Background: an optimization exercise with open tools, aiming at small area, a short achievable clock period and few clock cycles. Do not read the settings as production practice.
Function was checked by simulation only, so behaviour that the tests miss may differ from the original.
Power is estimated from default activity; no workload was simulated.

==> inputs of 01-14 <==
==> flow/design.v <==
`default_nettype none
package bba_pkg;
    localparam int ENTRIES    = 256;
    localparam int UNIT_BYTES = 32;
    localparam int HEAP_BYTES = ENTRIES * UNIT_BYTES;
    localparam int IDX_W      = $clog2(ENTRIES);
    localparam int CNT_W      = IDX_W + 1;
    localparam int UNIT_SH    = $clog2(UNIT_BYTES);
    localparam int ENTRY_W    = $clog2(HEAP_BYTES) + 2;
    localparam int REQ_W      = 15;
    localparam int SIZE_W     = REQ_W + 1;
    localparam int ADDR_W     = 32;
    localparam logic [31:0] HEAP_BASE_RESET = 32'h2000_1000;
    localparam logic CMD_ALLOC = 1'b0;
    localparam logic CMD_FREE  = 1'b1;
    localparam logic [1:0] ST_OK       = 2'd0;
    localparam logic [1:0] ST_NOSPACE  = 2'd1;
    localparam logic [1:0] ST_RANGE    = 2'd2;
    localparam logic [1:0] ST_NOTALLOC = 2'd3;
    typedef struct packed {
        logic              valid;
        logic [1:0]        status;
        logic [ADDR_W-1:0] addr;
    } res_t;
endpackage
`default_nettype wire
`default_nettype none
module bba_padd #(
    parameter int W = 13
) (
    input  wire logic [W-1:0] a,
    input  wire logic [W-1:0] b,
    input  wire logic         cin,
    output logic      [W-1:0] sum,
    output logic              cout
);
    localparam int LV = $clog2(W + 1);
    logic [W:0] g [LV+1];
    logic [W:0] p [LV+1];
    always_comb
    begin
        g[0][0] = cin;
        p[0][0] = 1'b0;
        for (int i = 0; i < W; i++)
        begin
            g[0][i+1] = a[i] & b[i];
            p[0][i+1] = a[i] ^ b[i];
        end
        for (int l = 0; l < LV; l++)
        begin
            for (int i = 0; i <= W; i++)
            begin
                if (i >= (1 << l))
                begin
                    g[l+1][i] = g[l][i] | (p[l][i] & g[l][i - (1 << l)]);
                    p[l+1][i] = p[l][i] & p[l][i - (1 << l)];
                end
                else
                begin
                    g[l+1][i] = g[l][i];
                    p[l+1][i] = p[l][i];
                end
            end
        end
        for (int i = 0; i < W; i++)
            sum[i] = a[i] ^ b[i] ^ g[LV][i];
        cout = g[LV][W];
    end
endmodule
`default_nettype wire
`default_nettype none
module bba_engine (
    input  wire logic        clk,
    input  wire logic        clr_all,    
    input  wire logic        is_free,    
    input  wire logic        go,         
    input  wire logic [8:0]  oh,         
    input  wire logic [8:0]  fl,         
    input  wire logic [8:0]  a_lvl,      
    input  wire logic [8:0]  c_lvl,      
    input  wire logic [7:0]  unit,       
    output logic             a_ok,       
    output logic [7:0]       p_unit,     
    output logic             f_ok        
);
    localparam int NN = 511;
    localparam int SL = 4;
    localparam int NS = 256 >> SL;
    logic [NN-1:0]   r_q;
    logic [NN-1:0]   d;         
    logic [9*NN-1:0] t;         
    logic [NN-1:0]   s;         
    logic [NN-1:0]   dm;        
    logic [NN-1:0]   p;         
    logic [NN-1:0]   lp;        
    logic [NN-1:0]   set_v;
    logic [NN-1:0]   clr_v;
    logic [8:0]      a_set;
    logic [8:0]      f_clr;
    logic [NS-1:0]   u_s;       
    logic [9*NS-1:0] a_s;       
    logic [9*NS-1:0] c_s;       
    logic [8*NS-1:0] lu_s;      
    logic            p_root;
    logic [8:0]      hit;       
    always_comb
    begin
        for (int j = 0; j < 9; j++)
        begin
            a_set[j] = go & a_lvl[j];
            f_clr[j] = go & c_lvl[j];
        end
    end
    genvar j, i, k;
    generate
        for (j = 0; j < 9; j++) begin : g_lvl
            for (i = 0; i < (256 >> j); i++) begin : g_node
                localparam int N = 512 - (512 >> j) + i;
                if (j == 0) begin : g_leaf
                    assign d[N] = r_q[N];
                    assign t[9*N +: 9] = {8'b0, !r_q[N]};
                    assign s[N] = 1'b1;
                end
                else begin : g_inner
                    localparam int L = 512 - (512 >> (j-1)) + 2*i;
                    localparam int R = L + 1;
                    assign d[N] = r_q[N] | d[L] | d[R];
                    for (k = 0; k < 9; k++) begin : g_k
                        if (k < j) begin : g_lo
                            assign t[9*N+k] = !r_q[N] & (t[9*L+k] | t[9*R+k]);
                        end
                        else if (k == j) begin : g_eq
                            assign t[9*N+k] = !d[N];
                        end
                        else begin : g_hi
                            assign t[9*N+k] = 1'b0;
                        end
                    end
                    assign s[N]  = fl[j] | (|(t[9*L +: 9] & oh));
                    assign dm[L] = s[N];
                    assign dm[R] = !s[N];
                end
                if (j >= SL) begin : g_up
                    logic [8-j:0] x;
                    assign x[0] = 1'b1;
                    for (k = j; k < 8; k++) begin : g_anc
                        assign x[k-j+1] = x[k-j] & dm[512 - (512 >> k) + (i >> (k-j))];
                    end
                    assign p[N]     = x[8-j] & p_root;
                    assign set_v[N] = a_set[j] & p[N];
                    assign clr_v[N] = f_clr[j] & p[N];
                end
                if (j == SL) begin : g_sroot
                    assign lp[N] = 1'b1;
                    assign u_s[i] = p[N];
                end
                if (j < SL) begin : g_low
                    localparam int S = i >> (SL - j);
                    localparam int PA = 512 - (512 >> (j+1)) + (i >> 1);
                    assign lp[N]    = lp[PA] & dm[N];
                    assign set_v[N] = a_s[9*S+j] & lp[N];
                    assign clr_v[N] = c_s[9*S+j] & lp[N];
                end
                if (j > SL) begin : g_nolp
                    assign lp[N] = 1'b0;
                end
                if (j < SL) begin : g_nop
                    assign p[N] = 1'b0;
                end
            end
        end
        for (i = 0; i < NS; i++) begin : g_sub
            for (k = 0; k < 9; k++) begin : g_op
                assign a_s[9*i+k] = a_set[k] & u_s[i];
                assign c_s[9*i+k] = f_clr[k] & u_s[i];
            end
            for (k = 0; k < 8; k++) begin : g_ub
                if (k < SL) begin : g_lo
                    logic [(1 << (SL-k-1))-1:0] rc;
                    for (j = 0; j < (1 << (SL-k-1)); j++) begin : g_rc
                        assign rc[j] = lp[512 - (512 >> k) + (i << (SL-k)) + 2*j + 1];
                    end
                    assign lu_s[8*i+k] = u_s[i] & (|rc);
                end
                else begin : g_hi
                    assign lu_s[8*i+k] = 1'b0;
                end
            end
        end
    endgenerate
    assign a_ok   = |(t[9*(NN-1) +: 9] & oh);
    assign p_root = is_free | a_ok;
    assign dm[NN-1] = 1'b1;
    always_comb
    begin
        for (int j = 0; j < 9; j++)
            hit[j] = c_lvl[j] & r_q[(512 - (512 >> j)) + (32'(unit) >> j)];
    end
    assign f_ok = |hit;
    always_comb
    begin
        for (int b = 0; b < 8; b++)
        begin
            p_unit[b] = 1'b0;
            if (b >= SL)
            begin
                for (int m = 0; m < (128 >> b); m++)
                    p_unit[b] = p_unit[b] | p[512 - (512 >> b) + 2*m + 1];
            end
            else
            begin
                for (int m = 0; m < NS; m++)
                    p_unit[b] = p_unit[b] | lu_s[8*m+b];
            end
        end
    end
    always_ff @(posedge clk)
    begin
        if (clr_all)
            r_q <= '0;
        else
            r_q <= (r_q & ~clr_v) | set_v;
    end
endmodule
`default_nettype wire
`default_nettype none
module buddy_block_allocator_unit (
    input  wire logic                      clk,
    input  wire logic                      rst_n,
    input  wire logic                      cfg_we,
    input  wire logic [31:0]               cfg_wdata,
    input  wire logic                      in_valid,
    output logic                           in_ready,
    input  wire logic                      cmd,
    input  wire logic [bba_pkg::REQ_W-1:0] req_size,
    input  wire logic [31:0]               free_addr,
    output logic                           out_valid,
    input  wire logic                      out_ready,
    output logic [1:0]                     status,
    output logic [31:0]                    result_addr
);
    localparam logic [31:0] HEAP_BASE_RESET = bba_pkg::HEAP_BASE_RESET;
    logic [31:0] heap_base_reg;
    logic        init_reg;
    logic        s1_valid;
    logic        s1_cmd;
    logic        s1_bad;        
    logic [8:0]  s1_oh;         
    logic [8:0]  s1_fl;         
    logic [8:0]  s1_al;         
    logic [8:0]  s1_cl;         
    logic [7:0]  s1_unit;
    logic [4:0]  s1_low;
    logic        hd_valid;      
    logic [1:0]  hd_status;
    logic [12:0] hd_off;
    logic        o_valid;       
    logic [1:0]  o_status;
    logic [31:0] o_addr;
    logic        adv3;
    logic        go;
    logic        pop;
    logic [1:0]  res_status;
    logic [12:0] res_off;
    logic [13:0] off_lo;
    logic [18:0] base_hi_p1;
    logic        f_bad;
    logic [8:0]  th_in;
    logic [8:0]  lvl_in;
    logic        a_ok;
    logic [7:0]  p_unit;
    logic        f_ok;
    logic [13:0] res_lo;
    assign adv3     = !o_valid || out_ready;
    assign pop      = !hd_valid || adv3;
    assign go       = s1_valid && pop;
    assign in_ready = !s1_valid || pop;
    logic        off_c;
    logic        res_c;
    bba_padd #(.W(19)) u_inc (
        .a(heap_base_reg[31:13]), .b(19'd0), .cin(1'b1),
        .sum(base_hi_p1), .cout()
    );
    bba_padd #(.W(13)) u_sub (
        .a(free_addr[12:0]), .b(~heap_base_reg[12:0]), .cin(1'b1),
        .sum(off_lo[12:0]), .cout(off_c)
    );
    assign off_lo[13] = !off_c;
    assign f_bad      = off_lo[13] ? (free_addr[31:13] != base_hi_p1)
                                   : (free_addr[31:13] != heap_base_reg[31:13]);
    logic       a_bad;
    logic [8:0] z_in;
    assign a_bad = 32'(req_size) > 32'(bba_pkg::HEAP_BYTES);
    always_comb
    begin
        th_in[0] = 1'b1;
        for (int m = 1; m < 9; m++)
            th_in[m] = 32'(req_size) > (32'd32 << (m - 1));
        for (int m = 0; m < 8; m++)
            lvl_in[m] = th_in[m] & !th_in[m+1];
        lvl_in[8] = th_in[8];
        z_in[0] = 1'b1;
        for (int m = 1; m < 9; m++)
            z_in[m] = z_in[m-1] & !off_lo[m+4];
    end
    bba_engine u_engine (
        .clk    (clk),
        .clr_all(init_reg),
        .is_free(s1_cmd == bba_pkg::CMD_FREE),
        .go     (go),
        .oh     (s1_oh),
        .fl     (s1_fl),
        .a_lvl  (s1_al),
        .c_lvl  (s1_cl),
        .unit   (s1_unit),
        .a_ok   (a_ok),
        .p_unit (p_unit),
        .f_ok   (f_ok)
    );
    always_comb
    begin
        if (s1_cmd == bba_pkg::CMD_ALLOC)
        begin
            res_status = (s1_bad || !a_ok) ? bba_pkg::ST_NOSPACE : bba_pkg::ST_OK;
            res_off    = {p_unit, 5'b0};
        end
        else
        begin
            res_status = s1_bad ? bba_pkg::ST_RANGE
                                : (f_ok ? bba_pkg::ST_OK : bba_pkg::ST_NOTALLOC);
            res_off    = {s1_unit, s1_low};
        end
    end
    always_ff @(posedge clk or negedge rst_n)
    begin
        if (!rst_n)
        begin
            heap_base_reg <= HEAP_BASE_RESET;
            init_reg      <= 1'b1;
            s1_valid      <= 1'b0;
            hd_valid      <= 1'b0;
            o_valid       <= 1'b0;
        end
        else
        begin
            init_reg <= 1'b0;
            if (cfg_we)
                heap_base_reg <= cfg_wdata;
            if (in_ready)
                s1_valid <= in_valid;
            if (pop)
                hd_valid <= s1_valid;
            if (adv3)
                o_valid <= hd_valid;
        end
    end
    always_ff @(posedge clk)
    begin
        if (in_ready)
        begin
            s1_cmd  <= cmd;
            s1_bad  <= (cmd == bba_pkg::CMD_ALLOC) ? a_bad : f_bad;
            s1_unit <= off_lo[12:5];
            s1_low  <= off_lo[4:0];
            if (cmd == bba_pkg::CMD_ALLOC)
            begin
                s1_oh <= lvl_in;
                s1_fl <= th_in;
                s1_al <= a_bad ? 9'b0 : lvl_in;
                s1_cl <= 9'b0;
            end
            else
            begin
                s1_oh <= 9'b0;
                s1_fl <= {~off_lo[12:5], 1'b1};
                s1_al <= 9'b0;
                s1_cl <= f_bad ? 9'b0 : z_in;
            end
        end
        if (go)
        begin
            hd_status <= res_status;
            hd_off    <= res_off;
        end
        if (adv3 && hd_valid)
        begin
            o_status <= hd_status;
            o_addr   <= (hd_status == bba_pkg::ST_OK)
                        ? {res_lo[13] ? base_hi_p1 : heap_base_reg[31:13], res_lo[12:0]}
                        : 32'd0;
        end
    end
    bba_padd #(.W(13)) u_add (
        .a(heap_base_reg[12:0]), .b(hd_off), .cin(1'b0),
        .sum(res_lo[12:0]), .cout(res_c)
    );
    assign res_lo[13] = res_c;
    assign out_valid   = o_valid;
    assign status      = o_status;
    assign result_addr = o_addr;
endmodule
`default_nettype wire
==> flow/run.sh <==
#!/bin/bash
# synth_recipe.tcl (not shown) runs the flow's synth.tcl, then flattens the netlist and writes it again
# the make line also repeats each setting of config.mk as NAME=value (left out here)
make -C /OpenROAD-flow-scripts/flow DESIGN_CONFIG=/design/flow/config.mk WORK_HOME=/design/flow/orfs CLKGATE_MAP_FILE= SYNTH_SCRIPT=/design/flow/synth_recipe.tcl finish
==> flow/config.mk <==
export PLATFORM = sky130hd
export DESIGN_NAME = buddy_block_allocator_unit
export DESIGN_NICKNAME = buddy_block_allocator_unit
export VERILOG_FILES = /design/flow/design.v
export SDC_FILE = /design/flow/constraint.sdc
export NUM_CORES = 4
export LEC_CHECK = 0
export CAP_MARGIN = 20
export CORE_MARGIN = 2
export CORE_UTILIZATION = 35
export CTS_BUF_LIST = sky130_fd_sc_hd__clkbuf_8
export PLACE_DENSITY = 0.5
export SETUP_SLACK_MARGIN = 3.5
export SLEW_MARGIN = 20
==> flow/constraint.sdc <==
create_clock -name core_clock -period 9.0 [get_ports {clk}]
set_input_delay 1.8000 -clock core_clock [delete_from_list [all_inputs] [get_ports {clk}]]
set_output_delay 1.8000 -clock core_clock [all_outputs]
set_load 0.01 [all_outputs]
==> 06-11: changes against 01-14 <==
--- a/flow/design.v
+++ b/flow/design.v
@@ -76,7 +76,5 @@
     input  wire logic        go,         
     input  wire logic [8:0]  oh,         
-    input  wire logic [8:0]  fl,         
-    input  wire logic [8:0]  a_lvl,      
-    input  wire logic [8:0]  c_lvl,      
+    input  wire logic [8:0]  th,         
     input  wire logic [7:0]  unit,       
     output logic             a_ok,       
@@ -96,4 +94,7 @@
     logic [NN-1:0]   set_v;
     logic [NN-1:0]   clr_v;
+    logic [8:0]      fl;        
+    logic [8:0]      z;         
+    logic [8:0]      c_lvl;     
     logic [8:0]      a_set;
     logic [8:0]      f_clr;
@@ -106,7 +107,14 @@
     always_comb
     begin
+        z[0] = 1'b1;
+        for (int j = 1; j < 9; j++)
+            z[j] = z[j-1] & !unit[j-1];
+        fl[0] = 1'b1;
+        for (int j = 1; j < 9; j++)
+            fl[j] = is_free ? !unit[j-1] : th[j];
         for (int j = 0; j < 9; j++)
         begin
-            a_set[j] = go & a_lvl[j];
+            c_lvl[j] = is_free & z[j];
+            a_set[j] = go & oh[j];
             f_clr[j] = go & c_lvl[j];
         end
@@ -247,7 +255,5 @@
     logic        s1_bad;        
     logic [8:0]  s1_oh;         
-    logic [8:0]  s1_fl;         
-    logic [8:0]  s1_al;         
-    logic [8:0]  s1_cl;         
+    logic [8:0]  s1_th;         
     logic [7:0]  s1_unit;
     logic [4:0]  s1_low;
@@ -290,5 +296,4 @@
                                    : (free_addr[31:13] != heap_base_reg[31:13]);
     logic       a_bad;
-    logic [8:0] z_in;
     assign a_bad = 32'(req_size) > 32'(bba_pkg::HEAP_BYTES);
     always_comb
@@ -300,7 +305,4 @@
             lvl_in[m] = th_in[m] & !th_in[m+1];
         lvl_in[8] = th_in[8];
-        z_in[0] = 1'b1;
-        for (int m = 1; m < 9; m++)
-            z_in[m] = z_in[m-1] & !off_lo[m+4];
     end
     bba_engine u_engine (
@@ -308,9 +310,7 @@
         .clr_all(init_reg),
         .is_free(s1_cmd == bba_pkg::CMD_FREE),
-        .go     (go),
+        .go     (go && !s1_bad),
         .oh     (s1_oh),
-        .fl     (s1_fl),
-        .a_lvl  (s1_al),
-        .c_lvl  (s1_cl),
+        .th     (s1_th),
         .unit   (s1_unit),
         .a_ok   (a_ok),
@@ -363,18 +363,6 @@
             s1_unit <= off_lo[12:5];
             s1_low  <= off_lo[4:0];
-            if (cmd == bba_pkg::CMD_ALLOC)
-            begin
-                s1_oh <= lvl_in;
-                s1_fl <= th_in;
-                s1_al <= a_bad ? 9'b0 : lvl_in;
-                s1_cl <= 9'b0;
-            end
-            else
-            begin
-                s1_oh <= 9'b0;
-                s1_fl <= {~off_lo[12:5], 1'b1};
-                s1_al <= 9'b0;
-                s1_cl <= f_bad ? 9'b0 : z_in;
-            end
+            s1_oh   <= (cmd == bba_pkg::CMD_ALLOC) ? lvl_in : 9'b0;
+            s1_th   <= th_in;
         end
         if (go)
CORE_UTILIZATION = 52   (was 35)
PLACE_DENSITY = 0.7   (was 0.5)
SETUP_SLACK_MARGIN = 4.4   (was 3.5)
==> comparison <==
06-11 went through all stages and came out clean. 01-14 passed the timing, DRC and antenna checks.
Of 01-14 and 06-11, 01-14 has the higher synthesized area (gap about 3%, measured against 06-11).
Between 01-14 and 06-11, the lower power is in 06-11 (gap about 5%, measured against 06-11).
Against 06-11, the setup slack of 01-14 is lower by 0.85 ns.
In 01-14 the via count is smaller than in 06-11, by 0.87%.
Between 06-11 and 01-14, the lower wire length is in 06-11 (gap about 12%, measured against 01-14).
Non-clock buffer count: 01-14 is lower than 06-11 (59).
Of 01-14 and 06-11, 01-14 has the higher sequential share of layout area (gap 0.75 points).
Synthesized cell count: 06-11 is smaller than 01-14 (about 2.6%).
Against 01-14, the worst hold slack of 06-11 is worse by 0.043 ns.
Testbench counts of 01-14, summed over its fixed seeds: cycles 4,824.
Testbench counts of 06-11, summed over its fixed seeds: cycles 4,824.

separate check: timing with driven ports:
How much do the figures lean on ideal ports? The routed layouts below were timed once more, with nothing changed but the port constraints.
Step 1 assumes that a clkbuf_16 drives the clock port and a buf_2 every other input.
Step 2 moves the port delays by t, midway between the first and last clock arrival at a register: inputs arrive t later, outputs are due t later. That takes back most of the time a late clock gives input paths.
Three values: ideal, step 1, step 2; two values: the first two.
run	t, ns	slack for setup (ns)	latest minus earliest clock arrival (ns)	slew at the worst register clock pin (ns)	cell pins on the clock port's net
01-14	0.961	3.479 / 3.479 / 2.935	0.056 / 0.056	0.07 / 0.07	1
06-11	0.839	4.332 / 4.332 / 3.555	0.046 / 0.045	0.07 / 0.07	1
After both steps every run listed still meets setup and hold. The setup slack of 06-11, which loses most, moves by 0.000 ns with the drivers and by -0.777 ns with both steps.
